What follows belongs to an exercise in optimizing a design on an open flow for small area; a production flow would make more cautious choices. The RTL was checked by simulation tests, not by an equivalence proof against the original design. Power is estimated from default activity; no workload was simulated.

==> flow/design.v <==
package ascon_hmac_pkg;
  localparam int WORD_W = 64;
  localparam int HASH_W = 256;
  localparam int HASH_WORDS = HASH_W / WORD_W;
  localparam logic [WORD_W-1:0] IPAD = {8{8'h36}};
  localparam logic [WORD_W-1:0] OPAD = {8{8'h5c}};
endpackage
import ascon_hmac_pkg::*;
module hmac_word_seq (
  input  logic [WORD_W-1:0]   key0,
  input  logic [WORD_W-1:0]   key1,
  input  logic [HASH_W-1:0]   inner,
  input  logic [WORD_W-1:0]   msg,
  input  logic                okey,
  input  logic [6:0]          sel,    
  output logic [WORD_W-1:0]   word
);
  logic [WORD_W-1:0] pad;
  assign pad = okey ? OPAD : IPAD;
  assign word = ({WORD_W{sel[0]}} & (key0 ^ pad))
              | ({WORD_W{sel[1]}} & (key1 ^ pad))
              | ({WORD_W{sel[2]}} & inner[255:192])
              | ({WORD_W{sel[3]}} & inner[191:128])
              | ({WORD_W{sel[4]}} & inner[127:64])
              | ({WORD_W{sel[5]}} & inner[63:0])
              | ({WORD_W{sel[6]}} & msg);
endmodule
import ascon_hmac_pkg::*;
module ascon_hmac_engine
#(
  parameter int KEY_WORDS = 2,
  parameter int VERIFY_EN = 1,
  parameter int CNT_W     = 16
) (
  input  logic                        clk,
  input  logic                        rst_n,
  input  logic                        hmac_start,
  input  logic                        hmac_abort,
  input  logic [WORD_W*KEY_WORDS-1:0] key_in,
  input  logic [HASH_W-1:0]           tag_in,
  input  logic [WORD_W-1:0]           msg_in,
  input  logic                        msg_valid,
  input  logic                        msg_last,
  output logic                        msg_ready,
  output logic [WORD_W-1:0]           hc_msg,
  output logic                        hc_valid,
  output logic                        hc_start,
  output logic                        hc_last,
  input  logic                        hc_ready,
  input  logic [HASH_W-1:0]           hc_hash,
  input  logic                        hc_done,
  output logic                        hc_abort,
  output logic [HASH_W-1:0]           hmac_out,
  output logic                        hmac_done,
  output logic                        tag_ok,
  output logic                        busy,
  output logic [CNT_W-1:0]            msg_count
);
  localparam logic [3:0] S_IDLE  = 4'd0,
                         S_IK0   = 4'd1,
                         S_IK1   = 4'd2,
                         S_IMSG  = 4'd3,
                         S_IWAIT = 4'd4,
                         S_OK0   = 4'd5,
                         S_OK1   = 4'd6,
                         S_OH0   = 4'd7,
                         S_OH1   = 4'd8,
                         S_OH2   = 4'd9,
                         S_OH3   = 4'd10,
                         S_OWAIT = 4'd11,
                         S_DONE  = 4'd12;
  logic [3:0]       state, state_nx;
  logic [127:0]     key_r;
  logic [HASH_W-1:0] tag_r;
  logic [HASH_W-1:0] inner_r;
  logic s_idle, s_ik0, s_ik1, s_imsg, s_iwait, s_ok0, s_ok1;
  logic s_oh0, s_oh1, s_oh2, s_oh3, s_owait, s_done;
  assign s_idle  = (state == S_IDLE);
  assign s_ik0   = (state == S_IK0);
  assign s_ik1   = (state == S_IK1);
  assign s_imsg  = (state == S_IMSG);
  assign s_iwait = (state == S_IWAIT);
  assign s_ok0   = (state == S_OK0);
  assign s_ok1   = (state == S_OK1);
  assign s_oh0   = (state == S_OH0);
  assign s_oh1   = (state == S_OH1);
  assign s_oh2   = (state == S_OH2);
  assign s_oh3   = (state == S_OH3);
  assign s_owait = (state == S_OWAIT);
  assign s_done  = (state == S_DONE);
  logic fixed_word;   
  assign fixed_word = s_ik0 | s_ik1 | s_ok0 | s_ok1 | s_oh0 | s_oh1 | s_oh2 | s_oh3;
  hmac_word_seq u_seq (
    .key0 (key_r[127:64]),
    .key1 (key_r[63:0]),
    .inner(inner_r),
    .msg  (msg_in),
    .okey (s_ok0 | s_ok1),
    .sel  ({s_imsg, s_oh3, s_oh2, s_oh1, s_oh0, s_ik1 | s_ok1, s_ik0 | s_ok0}),
    .word (hc_msg)
  );
  assign hc_valid  = fixed_word | (s_imsg & msg_valid);
  assign hc_start  = s_ik0 | s_ok0;
  assign hc_last   = s_oh3 | (s_imsg & msg_last);
  assign msg_ready = s_imsg & hc_ready;
  always_comb begin
    state_nx = state;
    if (hmac_abort) begin
      state_nx = S_IDLE;
    end else begin
      case (state)
        S_IDLE:  if (hmac_start) state_nx = S_IK0;
        S_IMSG:  if (msg_valid && hc_ready && msg_last) state_nx = S_IWAIT;
        S_IWAIT: if (hc_done) state_nx = S_OK0;
        S_OWAIT: if (hc_done) state_nx = S_DONE;
        S_DONE:  state_nx = S_IDLE;
        default: if (hc_ready) state_nx = state + 4'd1;
      endcase
    end
  end
  always_ff @(posedge clk or negedge rst_n) begin
    if (!rst_n) begin
      state     <= S_IDLE;
      hmac_out  <= '0;
      tag_ok    <= 1'b0;
      hmac_done <= 1'b0;
      busy      <= 1'b0;
      msg_count <= '0;
      hc_abort  <= 1'b0;
    end else begin
      state     <= state_nx;
      busy      <= (state_nx != S_IDLE);
      hc_abort  <= hmac_abort & ~s_idle & ~s_done;
      hmac_done <= ~hmac_abort & s_owait & hc_done;
      if (~hmac_abort & s_owait & hc_done) begin
        hmac_out <= hc_hash;
        tag_ok   <= (hc_hash == tag_r);
      end
      if (~hmac_abort & s_idle & hmac_start)
        msg_count <= '0;
      else if (~hmac_abort & s_imsg & msg_valid & hc_ready)
        msg_count <= msg_count + CNT_W'(1);
    end
  end
  always_ff @(posedge clk) begin
    if (s_idle) begin
      key_r <= key_in;
      tag_r <= tag_in;
    end
    if (s_iwait) inner_r <= hc_hash;
  end
endmodule
==> flow/flow/run.sh <==
#!/bin/bash
# Standard layout, with a small buffer (buf_1) on every port instead of the
# resizer's default pick; the resizer may still upsize any that need it.
set -euo pipefail
export BUFFER_PORTS_ARGS="-buffer_cell sky130_fd_sc_hd__buf_1"
bash standard.sh > make_finish.log 2>&1
==> flow/standard.sh <==
#!/bin/bash
# synth_recipe.tcl (not shown) runs the flow's synth.tcl, then flattens the netlist and writes it again
# the make line also repeats each setting of config.mk as NAME=value (left out here)
make -C /OpenROAD-flow-scripts/flow DESIGN_CONFIG=/design/flow/config.mk WORK_HOME=/design/flow/orfs CLKGATE_MAP_FILE= SYNTH_SCRIPT=/design/flow/synth_recipe.tcl "${@:-finish}"
==> flow/config.mk <==
export PLATFORM = sky130hd
export DESIGN_NAME = ascon_hmac_engine
export DESIGN_NICKNAME = ascon_hmac_engine
export VERILOG_FILES = /design/flow/design.v
export SDC_FILE = /design/flow/constraint.sdc
export NUM_CORES = 4
export LEC_CHECK = 0
export CAP_MARGIN = 20
export CORE_MARGIN = 2
export CORE_UTILIZATION = 65
export SLEW_MARGIN = 20
==> flow/constraint.sdc <==
create_clock -name core_clock -period 7.0 [get_ports {clk}]
set_input_delay 1.4000 -clock core_clock [delete_from_list [all_inputs] [get_ports {clk}]]
set_output_delay 1.4000 -clock core_clock [all_outputs]
set_load 0.01 [all_outputs]
==> results by group, run 1 <==
Logic synthesis
  – Distinct cells, synth: 51
  – Synth Flop Type: edfxtp_1
  – Synth Warn #: 1
  – Mapped Cells: 2089
  – Post-Syn Area: 0.0357 mm^2
  – Sequential share of the synthesized area: 73.5%
  – Yosys reg bits: 920
  – Post-Synth Simple-Gate Area: 3.56%
  – Combinational family with the most area after synthesis: multiplexers
  – Number of synthesized flops with an enable pin: 640
  – Multiplexer share of the synthesized area: 8.08%
  – Syn_nets: 2806
  – Synth Area in XOR/XNOR: 7.95%
  – Asr flop ratio synth: 30.4%
  – Compound-Gate Fraction of Synth Area: 5.37%
  – Post-synthesis adder-cell area fraction: 0.175%
  – Avg Cell Area, Syn: 17.1 um^2

Status
  – Run Error: [ERROR PPL-0024] Number of IO pins (1056) exceeds maximum number of available positions (856). Increase the die perimeter from 953.32um to 1436.16um.
  – Halt Stage: I/O pin placement
  – Status: did not finish

Floorplanning
  – Die Wd: 238 um
  – Die Ht: 238 um
  – Row count: 85
  – Initial core utilization: 66.1%
## kinds of logic after synthesis
logic type,after synthesis
AO/OA/AOI/OAI,248
adder cells (fa/ha/maj),5
XOR/XNOR,324
multiplexers,256
flip-flops,920
buffers and inverters,110
AND/OR/NAND/NOR,226
## Yosys cell counts (all sizes together) (4+ instances only)
library cell  number  area, um^2
dfrtp            280        7010
edfxtp           640       19200
nor4              55         344
a222oi            48         480
and2               4        25.0
clkbuf            36         135
or3                4        25.0
nand4             27         175
xnor2             77         674
nand2b             4        25.0
o22ai             19         119
a21oi             25         125
o21ai              9        45.0
xor2             247        2160
mux2             256        2880
nand2             11        41.3
a22oi            129         968
buf               55         289
ha                 5        62.6
nand3             77         385
nor2              24        97.6
inv               19        71.3
==> inputs of run 2 (changes only) <==
==> flow/flow/run.sh (replaced) <==
#!/bin/bash
# Standard layout, with a small buffer (buf_1) on every port instead of the
# resizer's default pick (the resizer may still upsize any that need it), and
# IO pins allowed one track apart so that a smaller die fits all 1056 pins.
set -euo pipefail
export BUFFER_PORTS_ARGS="-buffer_cell sky130_fd_sc_hd__buf_1"
export PLACE_PINS_ARGS="-min_distance 1 -min_distance_in_tracks"
bash standard.sh > make_finish.log 2>&1
--- a/flow/config.mk
+++ b/flow/config.mk
@@ -7,5 +7,6 @@
 export LEC_CHECK = 0
 export CAP_MARGIN = 20
 export CORE_MARGIN = 2
-export CORE_UTILIZATION = 65
+export CORE_UTILIZATION = 60
+export CTS_BUF_LIST = sky130_fd_sc_hd__clkbuf_4 sky130_fd_sc_hd__clkbuf_8
 export SLEW_MARGIN = 20
==> results by group, run 2 <==
Status
  – Status: no timing/DRC/antenna violations (was did not finish)

Timing
  – Final Hold Fails: 0
  – FMAX: 187 MHz
  – Setup WS post-layout: 1640 ps
  – Final Cycle Share: 76.5%
  – Relative slew slack: 17.4%
  – Slew Viols, Final: 0
  – RSZ-0062 raised after global routing: no
  – Worst clock skew: 20.7 ps
  – Final Setup Violations: 0
  – Final Critical Period: 5360 ps
  – Setup TNS: 0 ps
  – Worst Max-Slew Pin Slew: 1240 ps

Drt
  – DRT Pass-1 Iters: 8
  – Post-Route WL: 131 mm
  – Routed len/inst: 31.2 um
  – Post-DRT Antenna Nets: 0
  – Post-route DRC: 0
  – First-iteration detailed-routing DRC count: 3035
  – Routed via count: 25800
  – Routed vias/inst: 6.15

Clock network
  – Post_cts resized: 0
  – CTS tree: built
  – Max H-tree Level: 4
  – Total CTS buffers: 147
  – CTS max path bufs: 3
  – Hold Buf Count CTS: 0
  – Clk pin slew, worst setup/hold paths: 60 ps
  – Worst-Skew Late Latency: 800 ps
  – CTS sink count: 920
  – Post-CTS Setup Bufs: 0
  – Clock root buffer master: clkbuf_8

Final layout
  – Most frequent cells in the layout: buf_1 (1054), edfxtp_1 (640), dfrtp_1 (280), mux2_2 (256), xor2_1 (247)
  – Ratio of cells with drive above 1 in the final layout: 16.6%
  – Area delta synth->final: 22.7%
  – Largest registers: hmac_out: 256 flops, inner_r: 256 flops, tag_r: 256 flops
  – Commonest non-fill, non-tap cell in the layout: buf_1
  – Layout Nets: 3944
  – Final non-filler cell total: 4199

Floorplanning
  – Placeable Area: 0.0589 mm^2
  – Die Wd: 248 um (was 238 um)
  – I/O pin cnt: 1056
  – Row count: 89 (was 85)
  – Die Ht: 248 um (was 238 um)
  – Die ar.: 0.0615 mm^2
  – Initial core utilization: 60.6% (was 66.1%)

Worst setup path
  – Critical Path End Type: output port
  – R2R setup slack: 3640 ps
  – RR Endpoint: msg_count[12]$_DFFE_PN0P_
  – R2R Path Start: state[0]$_DFF_PN0_
  – Max FO, Critical Path: 34
  – CP Data Required Time: 5600 ps
  – CP Class: reg2out
  – Critical path startpoint category: flip-flop
  – Arrival time worst endpoint: 3960 ps
  – FF-to-FF path depth: 9

Pwr
  – Post-layout power: 12.9 mW
  – Static leakage: 16.7 nW
  – VDD IR max: 0.000292 V
  – Pwr dens: 295 mW/mm^2

Min path
  – Hold Path End: hmac_out[111]$_DFFE_PN0P_
  – WHS Path Cells: 1
  – Worst hold-check path type: reg2reg
  – HP Start: hmac_out[111]$_DFFE_PN0P_

Global routing
  – Pin count of the biggest net entering global routing: 193
  – GRT Residual Overflow: 0
  – Initial antenna violation count: 76
  – Global-route wire length before repair: 175 mm
  – GRT Resource Usage Total: 41.6%
  – Vias in the first global route: 24700

Logic synthesis
  – Syn_nets: 2806 (unchanged)
  – Asr flop ratio synth: 30.4% (unchanged)
  – Post-Syn Area: 0.0357 mm^2 (unchanged)
  – Biggest area consumer among synthesized cells: edfxtp_1 (unchanged)
  – Number of synthesized flops with an enable pin: 640 (unchanged)
  – Commonest cells post-synth: edfxtp_1 (640), dfrtp_1 (280), mux2_2 (256) (unchanged)
  – Distinct cells, synth: 51 (unchanged)
  – Synth Warn #: 1 (unchanged)
  – Synth Flop Type: edfxtp_1 (unchanged)
  – Top-count cell post-synth: edfxtp_1 (unchanged)
  – Top-area cell type share of the netlist area: 53.8% (unchanged)
  – Avg Cell Area, Syn: 17.1 um^2 (unchanged)
  – Sequential share of the synthesized area: 73.5% (unchanged)
  – Mapped Cells: 2089 (unchanged)
  – Dominant cells by area after synthesis: edfxtp_1 (54%), dfrtp_1 (20%), mux2_2 (8.1%) (unchanged)
  – Yosys reg bits: 920 (unchanged)

Placed design
  – Inst Count DP: 3850
  – Dpl ws: 2520 ps
  – Dpl hpwl: 96.1 mm
  – # port buffers: 1055
  – Gpl congestion: 1.04

Flow run
  – Max-cap violation count: 0
==> run 2: worst max path at each step <==
stage	slack, ps	to	cells after the start	from
3_3_place_gp	2450	tag_ok$_DFFE_PN0P_	7	hc_hash[61]
3_5_place_dp	2520	hc_msg[0]	6	state[3]$_DFF_PN0_
2_1_floorplan	-5390	msg_count[14]$_DFFE_PN0P_	8	state[0]$_DFF_PN0_
4_1_cts	1660	hc_msg[0]	6	state[3]$_DFF_PN0_
5_1_grt	1540	hc_msg[27]	7	state[0]$_DFF_PN0_
6_report	1640	hc_msg[27]	7	state[0]$_DFF_PN0_
==> run 2: metal layers <==
layer	global-route usage [%]	routed length, um	vias to the layer above	share of wire, %
li1	-	-	10400	-
met1	52.9	45500	12700	35
met2	58.5	56200	2147	43
met3	18.4	20200	484	15
met4	25.7	9050	36	6.9
met5	0.556	235	-	0.18
==> run 2: area by class of cell <==
class	instances	area, um^2
flip-flops and latches	920	26200
fillers	3892	15100
multi-input cells	1059	9030
repair buffers	1080	4240
clock buffers	229	2750
well taps	773	967
clock inverters	46	304
diodes	73	183
inverters	19	78.8
==> run 2: power by group <==
group	total, mW	switching, mW	internal (mW)	leakage [nW]
Combinational	1.47	1.03	0.446	4.98
Sequential	6.70	0.217	6.48	10.1
Clock	4.73	2.18	2.56	1.61
Total	12.9	3.42	9.48	16.7
==> run 2: kinds of logic after synthesis <==
logic type | Yosys count | share of synthesized area, %
mux | 256 | 8.08
compound gates | 248 | 5.37
xor+xnor | 324 | 7.95
flops | 920 | 73.5
fa+ha+maj | 5 | 0.175
simple gates | 226 | 3.56
buf+inv | 110 | 1.39
==> run 2: metrics by stage <==
step                      area (um^2)  hold slack [ps]  utilization, %
final                           43800              503            74.3
after global routing            43700              515            74.2
after CTS                       43600              505            73.9
after detailed placement        40500              493            68.8
after global placement          40500              487            68.8
after floorplan                 35700              550               -
==> run 2: worst max-delay path: stages, from the launching register on <==
cell and delay (ps):
dfrtp_1 440, inv_1 90, ha_1 370, and2_4 370, buf_4 360, a222oi_1 1130
nand3_1 140, buf_1 220
==> inputs of run 3 (changes only) <==
--- a/flow/design.v
+++ b/flow/design.v
@@ -17,12 +17,14 @@
 );
   logic [WORD_W-1:0] pad;
   assign pad = okey ? OPAD : IPAD;
-  assign word = ({WORD_W{sel[0]}} & (key0 ^ pad))
-              | ({WORD_W{sel[1]}} & (key1 ^ pad))
-              | ({WORD_W{sel[2]}} & inner[255:192])
-              | ({WORD_W{sel[3]}} & inner[191:128])
-              | ({WORD_W{sel[4]}} & inner[127:64])
-              | ({WORD_W{sel[5]}} & inner[63:0])
+  logic [WORD_W-1:0] kw, iw;
+  assign kw = sel[1] ? key1 : key0;
+  assign iw = ({WORD_W{sel[2]}} & inner[255:192])
+            | ({WORD_W{sel[3]}} & inner[191:128])
+            | ({WORD_W{sel[4]}} & inner[127:64])
+            | ({WORD_W{sel[5]}} & inner[63:0]);
+  assign word = ({WORD_W{sel[0] | sel[1]}} & (kw ^ pad))
+              | iw
               | ({WORD_W{sel[6]}} & msg);
 endmodule
 import ascon_hmac_pkg::*;
==> flow/flow/run.sh (replaced) <==
#!/bin/bash
# Standard layout (the standard.sh, standard synthesis) with three changes:
#  - a small buffer (buf_1) on every port instead of the resizer's default pick
#    (the resizer may still upsize any that need it);
#  - IO pins allowed one track apart, so that a smaller die fits all 1056 pins;
#  - a clock tree of clkbuf_8 with larger sink clusters and no dummy loads.
set -euo pipefail
export BUFFER_PORTS_ARGS="-buffer_cell sky130_fd_sc_hd__buf_1"
export PLACE_PINS_ARGS="-min_distance 1 -min_distance_in_tracks"
export CTS_ARGS="-sink_clustering_enable -repair_clock_nets -dont_use_dummy_load -buf_list sky130_fd_sc_hd__clkbuf_8 -sink_clustering_size 16 -sink_clustering_max_diameter 100"
bash standard.sh > make_finish.log 2>&1
--- a/flow/config.mk
+++ b/flow/config.mk
@@ -8,5 +8,4 @@
 export CAP_MARGIN = 20
 export CORE_MARGIN = 2
 export CORE_UTILIZATION = 60
-export CTS_BUF_LIST = sky130_fd_sc_hd__clkbuf_4 sky130_fd_sc_hd__clkbuf_8
 export SLEW_MARGIN = 20
==> results by group, run 3 <==
Final layout
  – Final Cell Area: 0.0415 mm^2 (was 0.0438 mm^2)
  – Area of the multi-input gates: 0.00896 mm^2 (was 0.00903 mm^2)
  – Largest registers: hmac_out: 256 flops, inner_r: 256 flops, tag_r: 256 flops (unchanged)
  – FF/Latch Area: 0.0262 mm^2 (about the same)
  – Ratio of cells with drive above 1 in the final layout: 11.3% (was 16.6%)
  – Commonest non-fill, non-tap cell in the layout: buf_1 (unchanged)
  – Area delta synth->final: 16.6% (was 22.7%)
  – Most frequent cells in the layout: buf_1 (1054), edfxtp_1 (640), dfrtp_1 (279), mux2_2 (256), xor2_1 (221) (was buf_1 (1054), edfxtp_1 (640), dfrtp_1 (280), mux2_2 (256), xor2_1 (247))
  – Util after Layout: 70.6% (was 74.3%)
  – Filler cells: 4191 (was 3892)
  – Layout Nets: 3884 (was 3944)

Placed design
  – Gpl congestion: 1.07 (was 1.04)
  – Dpl hpwl: 96.9 mm (was 96.1 mm)
  – Placed inst area: 0.0404 mm^2 (was 0.0405 mm^2)
  – # port buffers: 1055 (unchanged)

Timing
  – FMAX: 178 MHz (was 187 MHz)
  – Final Cycle Share: 80.2% (was 76.5%)
  – Worst Max-Slew Pin Slew: 1170 ps (was 1240 ps)
  – Slew Viols, Final: 0 (unchanged)
  – RSZ-0062 raised after global routing: no (unchanged)
  – Worst clock skew: 35.4 ps (was 20.7 ps)
  – Final Critical Period: 5610 ps (was 5360 ps)
  – Relative slew slack: 22.2% (was 17.4%)
  – Final Hold Fails: 0 (unchanged)
  – Final Setup Violations: 0 (unchanged)

Logic synthesis
  – Top-area cell type share of the netlist area: 54.0% (was 53.8%)
  – Asr flop ratio synth: 30.4% (unchanged)
  – Mapped Cells: 2120 (was 2089)
  – Post-Syn Area: 0.0356 mm^2 (was 0.0357 mm^2)
  – Synth Flop Type: edfxtp_1 (unchanged)
  – Syn_nets: 2837 (was 2806)
  – Synth Warn #: 1 (unchanged)
  – Number of synthesized flops with an enable pin: 640 (unchanged)
  – Yosys reg bits: 920 (unchanged)
  – Biggest area consumer among synthesized cells: edfxtp_1 (unchanged)
  – Avg Cell Area, Syn: 16.8 um^2 (was 17.1 um^2)
  – Distinct cells, synth: 49 (was 51)
  – Sequential share of the synthesized area: 73.6% (was 73.5%)
  – Dominant cells by area after synthesis: edfxtp_1 (54%), dfrtp_1 (20%), mux2_2 (8.1%) (unchanged)
  – Commonest cells post-synth: edfxtp_1 (640), dfrtp_1 (280), mux2_2 (256) (unchanged)
  – Top-count cell post-synth: edfxtp_1 (unchanged)

Worst setup path
  – R2R setup slack: 3440 ps (was 3640 ps)
  – Arrival time worst endpoint: 4210 ps (was 3960 ps)
  – CP Data Required Time: 5600 ps (about the same)
  – Max FO, Critical Path: 34 (unchanged)
  – R2R Path Start: state[0]$_DFF_PN0_ (unchanged)
  – CP Class: reg2out (unchanged)
  – Crit path max-delay family: simple AND/OR/NAND/NOR gates (was compound AO/OA/AOI/OAI gates)
  – Crit path buf inv count: 2 (was 3)
  – Critical path startpoint category: flip-flop (unchanged)
  – RR Endpoint: tag_r[17]$_DFFE_PP_ (was msg_count[12]$_DFFE_PN0P_)
  – Critical Path End Type: output port (unchanged)
  – CP max-delay cell: nand2b_2 (was a222oi_1)
  – FF-to-FF path depth: 6 (was 9)
  – Cells along the critical path: nand2b_2 -> and2_2 -> buf_4 -> a221o_1 -> nand2_1 -> nand3_1 -> buf_1 (was inv_1 -> ha_1 -> and2_4 -> buf_4 -> a222oi_1 -> nand3_1 -> buf_1)
  – Crit-path max cell delay: 850 ps (was 1130 ps)

Clock network
  – Clk pin slew, worst setup/hold paths: 100 ps (was 60 ps)
  – CTS max path bufs: 3 (unchanged)
  – CTS sink count: 920 (unchanged)
  – Worst-Skew Late Latency: 710 ps (was 800 ps)
  – Post_cts resized: 0 (unchanged)
  – CTS tree: built (unchanged)
  – Clock root buffer master: clkbuf_8 (unchanged)
  – Post-CTS Setup Bufs: 0 (unchanged)
  – Hold Buf Count CTS: 0 (unchanged)
  – Max H-tree Level: 3 (was 4)
  – Total CTS buffers: 67 (was 147)

Floorplanning
  – I/O pin cnt: 1056 (unchanged)
  – Die ar.: 0.0613 mm^2 (was 0.0615 mm^2)
  – Placeable Area: 0.0588 mm^2 (was 0.0589 mm^2)
  – Initial core utilization: 60.6% (about the same)
  – Die Ht: 248 um (about the same)
  – Die Wd: 248 um (about the same)
  – Row count: 89 (unchanged)

Flow run
  – Max-cap violation count: 0 (unchanged)

Min path
  – Hold Path End: hmac_out[44]$_DFFE_PN0P_ (was hmac_out[111]$_DFFE_PN0P_)
  – HP Start: hmac_out[44]$_DFFE_PN0P_ (was hmac_out[111]$_DFFE_PN0P_)
  – WHS Path Cells: 1 (unchanged)
  – Worst hold-check path type: reg2reg (unchanged)

Drt
  – Post-Route WL: 130 mm (was 131 mm)
  – Post-route DRC: 0 (unchanged)
  – DRT Pass-1 Iters: 8 (unchanged)
  – Routed len/inst: 32.4 um (was 31.2 um)
  – Routed via count: 25400 (was 25800)
  – Post-DRT Antenna Nets: 0 (unchanged)
  – First-iteration detailed-routing DRC count: 3178 (was 3035)
  – Routed vias/inst: 6.32 (was 6.15)

Global routing
  – GRT Resource Usage Total: 41.5% (was 41.6%)
  – Pin count of the biggest net entering global routing: 198 (was 193)
  – Global-route wire length before repair: 174 mm (was 175 mm)
  – M3 GR Usage: 18.9% (was 18.4%)
  – GRT Residual Overflow: 0 (unchanged)
  – Gr busiest metal: met2 (unchanged)
  – Vias in the first global route: 24300 (was 24700)
  – Initial antenna violation count: 79 (was 76)
  – M2 GR Usage: 59.5% (was 58.5%)
  – GR Util met1: 51.3% (was 52.9%)

Pwr
  – Static leakage: 15.5 nW (was 16.7 nW)
  – Post-layout power: 10.7 mW (was 12.9 mW)
  – VDD IR max: 0.000226 V (was 0.000292 V)
  – Pwr dens: 257 mW/mm^2 (was 295 mW/mm^2)

Status
  – Status: no timing/DRC/antenna violations (unchanged)
==> run 3: worst max path at each step <==
stage | slack, ps | cells after the start | from | to
after floorplan | -4980 | 8 | state[0]$_DFF_PN0_ | busy$_DFF_PN0_
after global placement | 2270 | 7 | state[3]$_DFF_PN0_ | hc_msg[51]
after detailed placement | 2220 | 8 | state[3]$_DFF_PN0_ | hc_msg[37]
after CTS | 1440 | 8 | state[3]$_DFF_PN0_ | hc_msg[37]
after global routing | 1240 | 7 | state[3]$_DFF_PN0_ | hc_msg[51]
final | 1390 | 7 | state[3]$_DFF_PN0_ | hc_msg[30]
==> run 3: kinds of logic after synthesis <==
kind of cell	Yosys count	synth area share, %
buf+inv	112	1.36
compound gates	273	5.98
fa+ha+maj	5	0.176
mux	257	8.12
xor+xnor	262	6.44
simple gates	291	4.28
flops	920	73.6
==> run 3: cell type report <==
class / instances / share of cell area (%)
flip-flops and latches: 920 / 63.2
repair buffers: 1076 / 10.1
multi-input cells: 1088 / 21.6
inverters: 14 / 0.127
well taps: 773 / 2.33
diodes: 78 / 0.470
clock buffers: 67 / 2.22
==> run 3: layer usage <==
layer  part of all wire, %  up-vias
met5                  0.22        -
met4                   7.2       44
met3                    15      432
met2                    43     2008
met1                    34    12600
li1                      -    10300
==> run 3: power breakdown <==
part	switching, mW	internal [mW]
registers	0.228	6.47
logic	1.03	0.440
clock network	1.65	0.865
==> run 3: worst reg2reg max path: stages (launching register included) <==
cell,delay (ps)
dfrtp_1,470
inv_1,110
ha_1,350
nor3b_4,320
buf_12,750
buf_12,450
buf_16,530
==> run 3: stage by stage <==
stage | TNS, ps | std cells | worst slack [ps] | hold slack (ps)
after global placement | 0 | 3870 | 2270 | 487
after floorplan | -1777930 | 2120 | -4980 | 550
after CTS | 0 | 3937 | 1440 | 509
after global routing | 0 | 3981 | 1240 | 525
after detailed placement | 0 | 3870 | 2220 | 494
final | 0 | 4016 | 1390 | 508
==> inputs of run 4 (changes only) <==
--- a/flow/design.v
+++ b/flow/design.v
@@ -11,20 +11,25 @@
   input  logic [WORD_W-1:0]   key1,
   input  logic [HASH_W-1:0]   inner,
   input  logic [WORD_W-1:0]   msg,
-  input  logic                okey,
+  input  logic                ikey,   
+  input  logic                okey,   
   input  logic [6:0]          sel,    
   output logic [WORD_W-1:0]   word
 );
-  logic [WORD_W-1:0] pad;
-  assign pad = okey ? OPAD : IPAD;
-  logic [WORD_W-1:0] kw, iw;
-  assign kw = sel[1] ? key1 : key0;
-  assign iw = ({WORD_W{sel[2]}} & inner[255:192])
-            | ({WORD_W{sel[3]}} & inner[191:128])
-            | ({WORD_W{sel[4]}} & inner[127:64])
-            | ({WORD_W{sel[5]}} & inner[63:0]);
-  assign word = ({WORD_W{sel[0] | sel[1]}} & (kw ^ pad))
-              | iw
+  logic [WORD_W-1:0] kw, kt;
+  assign kw = ({WORD_W{sel[0]}} & key0) | ({WORD_W{sel[1]}} & key1);
+  for (genvar b = 0; b < WORD_W; b++) begin : g_pad
+    if (IPAD[b] == OPAD[b]) begin : g_same
+      assign kt[b] = IPAD[b] ? ((sel[0] & ~key0[b]) | (sel[1] & ~key1[b])) : kw[b];
+    end else begin : g_diff
+      assign kt[b] = kw[b] ^ (IPAD[b] ? ikey : okey);
+    end
+  end
+  assign word = kt
+              | ({WORD_W{sel[2]}} & inner[255:192])
+              | ({WORD_W{sel[3]}} & inner[191:128])
+              | ({WORD_W{sel[4]}} & inner[127:64])
+              | ({WORD_W{sel[5]}} & inner[63:0])
               | ({WORD_W{sel[6]}} & msg);
 endmodule
 import ascon_hmac_pkg::*;
@@ -97,6 +102,7 @@
     .key1 (key_r[63:0]),
     .inner(inner_r),
     .msg  (msg_in),
+    .ikey (s_ik0 | s_ik1),
     .okey (s_ok0 | s_ok1),
     .sel  ({s_imsg, s_oh3, s_oh2, s_oh1, s_oh0, s_ik1 | s_ok1, s_ik0 | s_ok0}),
     .word (hc_msg)
@@ -105,6 +111,8 @@
   assign hc_start  = s_ik0 | s_ok0;
   assign hc_last   = s_oh3 | (s_imsg & msg_last);
   assign msg_ready = s_imsg & hc_ready;
+  assign hmac_done = s_done;
+  assign busy      = ~s_idle;
   always_comb begin
     state_nx = state;
     if (hmac_abort) begin
@@ -125,15 +133,11 @@
       state     <= S_IDLE;
       hmac_out  <= '0;
       tag_ok    <= 1'b0;
-      hmac_done <= 1'b0;
-      busy      <= 1'b0;
       msg_count <= '0;
       hc_abort  <= 1'b0;
     end else begin
       state     <= state_nx;
-      busy      <= (state_nx != S_IDLE);
       hc_abort  <= hmac_abort & ~s_idle & ~s_done;
-      hmac_done <= ~hmac_abort & s_owait & hc_done;
       if (~hmac_abort & s_owait & hc_done) begin
         hmac_out <= hc_hash;
         tag_ok   <= (hc_hash == tag_r);
--- a/flow/config.mk
+++ b/flow/config.mk
@@ -7,5 +7,5 @@
 export LEC_CHECK = 0
 export CAP_MARGIN = 20
 export CORE_MARGIN = 2
-export CORE_UTILIZATION = 60
+export CORE_UTILIZATION = 50
 export SLEW_MARGIN = 20
==> results by group, run 4 <==
Drt
  – Post-route DRC: 0 (unchanged)
  – Routed len/inst: 33.2 um (was 32.4 um)
  – Post-DRT Antenna Nets: 0 (unchanged)
  – DRT Pass-1 Iters: 7 (was 8)
  – First-iteration detailed-routing DRC count: 3280 (was 3178)
  – Routed vias/inst: 5.97 (was 6.32)
  – Routed via count: 24500 (was 25400)
  – Post-Route WL: 136 mm (was 130 mm)

Pwr
  – Clk pwr share: 15.3% (was 23.6%)
  – P_sw: 6.05 mW (was 2.91 mW)
  – Combinational share of power: 31.8% (was 13.8%)
  – VDD IR max: 0.000453 V (was 0.000226 V)
  – Int Pwr: 10.5 mW (was 7.78 mW)
  – Reg power frac: 52.9% (was 62.7%)
  – Switch share: 36.6% (was 27.2%)
  – Pwr dens: 398 mW/mm^2 (was 257 mW/mm^2)
  – Static leakage: 15.3 nW (was 15.5 nW)

Clock network
  – Total CTS buffers: 67 (unchanged)
  – Clock root buffer master: clkbuf_8 (unchanged)
  – Clk pin slew, worst setup/hold paths: 110 ps (was 100 ps)
  – Worst-Skew Late Latency: 700 ps (was 710 ps)
  – Hold Buf Count CTS: 0 (unchanged)
  – CTS tree: built (unchanged)
  – CTS max path bufs: 3 (unchanged)
  – CTS sink count: 918 (was 920)
  – Max H-tree Level: 3 (unchanged)
  – Post-CTS Setup Bufs: 0 (unchanged)
  – Post_cts resized: 0 (unchanged)

Placed design
  – Gpl congestion: 1.01 (was 1.07)
  – Placed inst area: 0.0404 mm^2 (about the same)
  – # port buffers: 1055 (unchanged)
  – Dpl hpwl: 102 mm (was 96.9 mm)

Min path
  – Worst hold-check path type: reg2reg (unchanged)

Logic synthesis
  – Commonest cells post-synth: edfxtp_1 (640), dfrtp_1 (278), mux2_2 (230) (was edfxtp_1 (640), dfrtp_1 (280), mux2_2 (256))
  – Synth Flop Type: edfxtp_1 (unchanged)
  – Number of synthesized flops with an enable pin: 640 (unchanged)
  – Yosys reg bits: 918 (was 920)
  – Biggest area consumer among synthesized cells: edfxtp_1 (unchanged)
  – Distinct cells, synth: 50 (was 49)
  – Post-Syn Area: 0.0353 mm^2 (was 0.0356 mm^2)
  – Asr flop ratio synth: 30.3% (was 30.4%)
  – Top-count cell post-synth: edfxtp_1 (unchanged)
  – Dominant cells by area after synthesis: edfxtp_1 (54%), dfrtp_1 (20%), mux2_2 (7.3%) (was edfxtp_1 (54%), dfrtp_1 (20%), mux2_2 (8.1%))
  – Avg Cell Area, Syn: 17.3 um^2 (was 16.8 um^2)
  – Top-area cell type share of the netlist area: 54.4% (was 54.0%)
  – Sequential share of the synthesized area: 74.1% (was 73.6%)
  – Syn_nets: 2755 (was 2837)
  – Synth Warn #: 1 (unchanged)
  – Mapped Cells: 2037 (was 2120)

Worst setup path
  – Critical path startpoint category: flip-flop (unchanged)
  – CP Class: reg2out (unchanged)
  – CP Data Required Time: 5600 ps (about the same)
  – Critical Path End Type: output port (unchanged)
  – Max FO, Critical Path: 27 (was 34)
  – Arrival time worst endpoint: 4060 ps (was 4210 ps)

Timing
  – Worst Max-Slew Pin Slew: 1130 ps (was 1170 ps)
  – Worst clock skew: 57.2 ps (was 35.4 ps)
  – Slew Viols, Final: 0 (unchanged)
  – Relative slew slack: 24.7% (was 22.2%)
  – Final Cycle Share: 78.0% (was 80.2%)
  – Final Setup Violations: 0 (unchanged)
  – RSZ-0062 raised after global routing: no (unchanged)
  – FMAX: 183 MHz (was 178 MHz)
  – Final Hold Fails: 0 (unchanged)
  – Setup TNS: 0 ps (unchanged)
  – Final Critical Period: 5460 ps (was 5610 ps)

Global routing
  – Vias in the first global route: 24100 (was 24300)
  – GRT Residual Overflow: 0 (unchanged)
  – GRT Resource Usage Total: 36.6% (was 41.5%)
  – Global-route wire length before repair: 185 mm (was 174 mm)
  – Pin count of the biggest net entering global routing: 164 (was 198)
  – Initial antenna violation count: 96 (was 79)

Final layout
  – Final Cell Area: 0.0415 mm^2 (about the same)
  – Commonest non-fill, non-tap cell in the layout: buf_1 (unchanged)
  – Area delta synth->final: 17.6% (was 16.6%)
  – Layout Nets: 3821 (was 3884)
  – Largest registers: hmac_out: 256 flops, inner_r: 256 flops, tag_r: 256 flops (unchanged)
  – Filler cells: 5817 (was 4191)
  – Most frequent cells in the layout: buf_1 (1054), edfxtp_1 (640), dfrtp_1 (278), mux2_2 (230), xor2_1 (162) (was buf_1 (1054), edfxtp_1 (640), dfrtp_1 (279), mux2_2 (256), xor2_1 (221))
  – Ratio of cells with drive above 1 in the final layout: 11.0% (was 11.3%)

Floorplanning
  – Placeable Area: 0.0699 mm^2 (was 0.0588 mm^2)
  – Die Ht: 270 um (was 248 um)
  – Die ar.: 0.0727 mm^2 (was 0.0613 mm^2)
  – Initial core utilization: 50.5% (was 60.6%)
  – I/O pin cnt: 1056 (unchanged)
  – Die Wd: 270 um (was 248 um)
  – Row count: 97 (was 89)

Status
  – Status: no timing/DRC/antenna violations (unchanged)

Flow run
  – Max-cap violation count: 0 (unchanged)
## run 4: cell count changes after synthesis, sizes merged, moves of 23 or more
cell,delta
xor2,-59
nand2,-62
o22ai,-35
xnor2,+98
nor2,+23
## run 4: layout make-up
| class | count | area (um^2) | area share [%] |
|---|---|---|---|
| Sequential cell | 918 | 26200 | 63.1 |
| Multi-Input combinational cell | 1026 | 8780 | 21.2 |
| Timing Repair Buffer | 1079 | 4210 | 10.2 |
| Tap cell | 940 | 1180 | 2.83 |
| Clock buffer | 67 | 922 | 2.22 |
| Antenna cell | 74 | 185 | 0.446 |
| Inverter | 11 | 48.8 | 0.118 |
## run 4: per-layer routing
layer  GRT usage (%)  up-vias  wire (um)
li1                -    10000          -
met1            47.0    12200      51200
met2            52.8     1801      58500
met3            15.6      435      18200
met4            19.6       68       8100
met5           0.461        -        464
## run 4: power by group through the flow
| stage | Sequential [mW] | Clock (mW) | Combinational (mW) |
|---|---|---|---|
| 2_1_floorplan | 8.74 | 0 | 2.60 |
| 3_3_place_gp | 8.80 | 0 | 5.07 |
| 6_report | 8.75 | 2.53 | 5.25 |
| 5_1_grt | 8.88 | 2.75 | 5.56 |
| 3_5_place_dp | 8.84 | 0 | 5.15 |
| 4_1_cts | 8.72 | 2.56 | 5.17 |
## run 4: kinds of logic (layout without fill, tap and decap cells)
family	Yosys count	in the layout	synth area share (%)
compound gates	226	226	5.10
fa+ha+maj	6	6	0.213
simple gates	234	234	3.69
other cells	0	74	0
buf+inv	93	1157	1.13
xor+xnor	301	301	7.47
flops	918	918	74.1
mux	259	259	8.25
## run 4: metrics by stage
step | utilization, % | power, mW | hold slack (ps) | worst slack, ps | cells
final | 59.4 | 16.5 | 503 | 1540 | 4115
after global routing | 59.3 | 17.2 | 518 | 1360 | 4089
after CTS | 59.1 | 16.5 | 507 | 1550 | 4041
after detailed placement | 57.8 | 14.0 | 483 | 2270 | 3974
after global placement | 57.7 | 13.9 | 474 | 2360 | 3973
after floorplan | - | 11.3 | 532 | 542 | 2037
## run 4: worst max-delay path, stage by stage, from the launching register on
cell and delay, ps:
dfrtp_1 680, mux2i_1 250, or2_1 790, inv_2 570, buf_4 420, a22oi_1 250, xor2_1 180, nand3_1 100
buf_1 170
## run 4: path summary, 6_finish.rpt
kind | start | to | slack (ps) | cells past startpoint
setup / recovery | state[2]$_DFFE_PN0P_ | hc_msg[11] | 1540 | 8
hold / removal | hmac_out[34]$_DFFE_PN0P_ | hmac_out[34]$_DFFE_PN0P_ | 500 | 1
setup reg to reg | state[0]$_DFFE_PN0P_ | key_r[103]$_DFFE_PP_ | 3540 | 5
hold reg to reg | hmac_out[34]$_DFFE_PN0P_ | hmac_out[34]$_DFFE_PN0P_ | 500 | 1
max in group asynchronous | rst_n | hmac_out[158]$_DFFE_PN0P_ | 5080 | 2
min in group asynchronous | rst_n | hmac_out[202]$_DFFE_PN0P_ | 660 | 1

==> afterwards: timing with drivers on the ports <==
In the flow no input, the clock included, has a driving cell. The finished layouts below were timed again as built, in two steps.
Step 1: set_driving_cell puts a clkbuf_16 on clk and a buf_2 on each other input, an assumption about the parent block.
Step 2 adds t to the input delays and takes it off the output delays; t is the mean of the earliest and latest rising clock arrival at the registers after step 1. Input paths then give back, and output paths get back, about the clock's delay inside the block.
Slacks: ideal ports / drivers / drivers and shift; pairs: ideal ports / drivers.
| run | shift t [ns] | setup WS [ns] | hold slack, ns | worst setup path at the end | slew at the worst register clock pin (ns) |
|---|---|---|---|---|---|
| run 2 | 0.862 | 1.644 / 1.579 / 2.441 | 0.503 / 0.503 / 0.503 | register to output | 0.07 / 0.07 |
| run 3 | 0.748 | 1.389 / 1.324 / 2.071 | 0.508 / 0.508 / 0.508 | register to output | 0.11 / 0.11 |
| run 4 | 0.728 | 1.538 / 1.472 / 2.201 | 0.503 / 0.503 / 0.503 | register to output | 0.11 / 0.11 |
After both steps setup and hold are still met in every run listed.
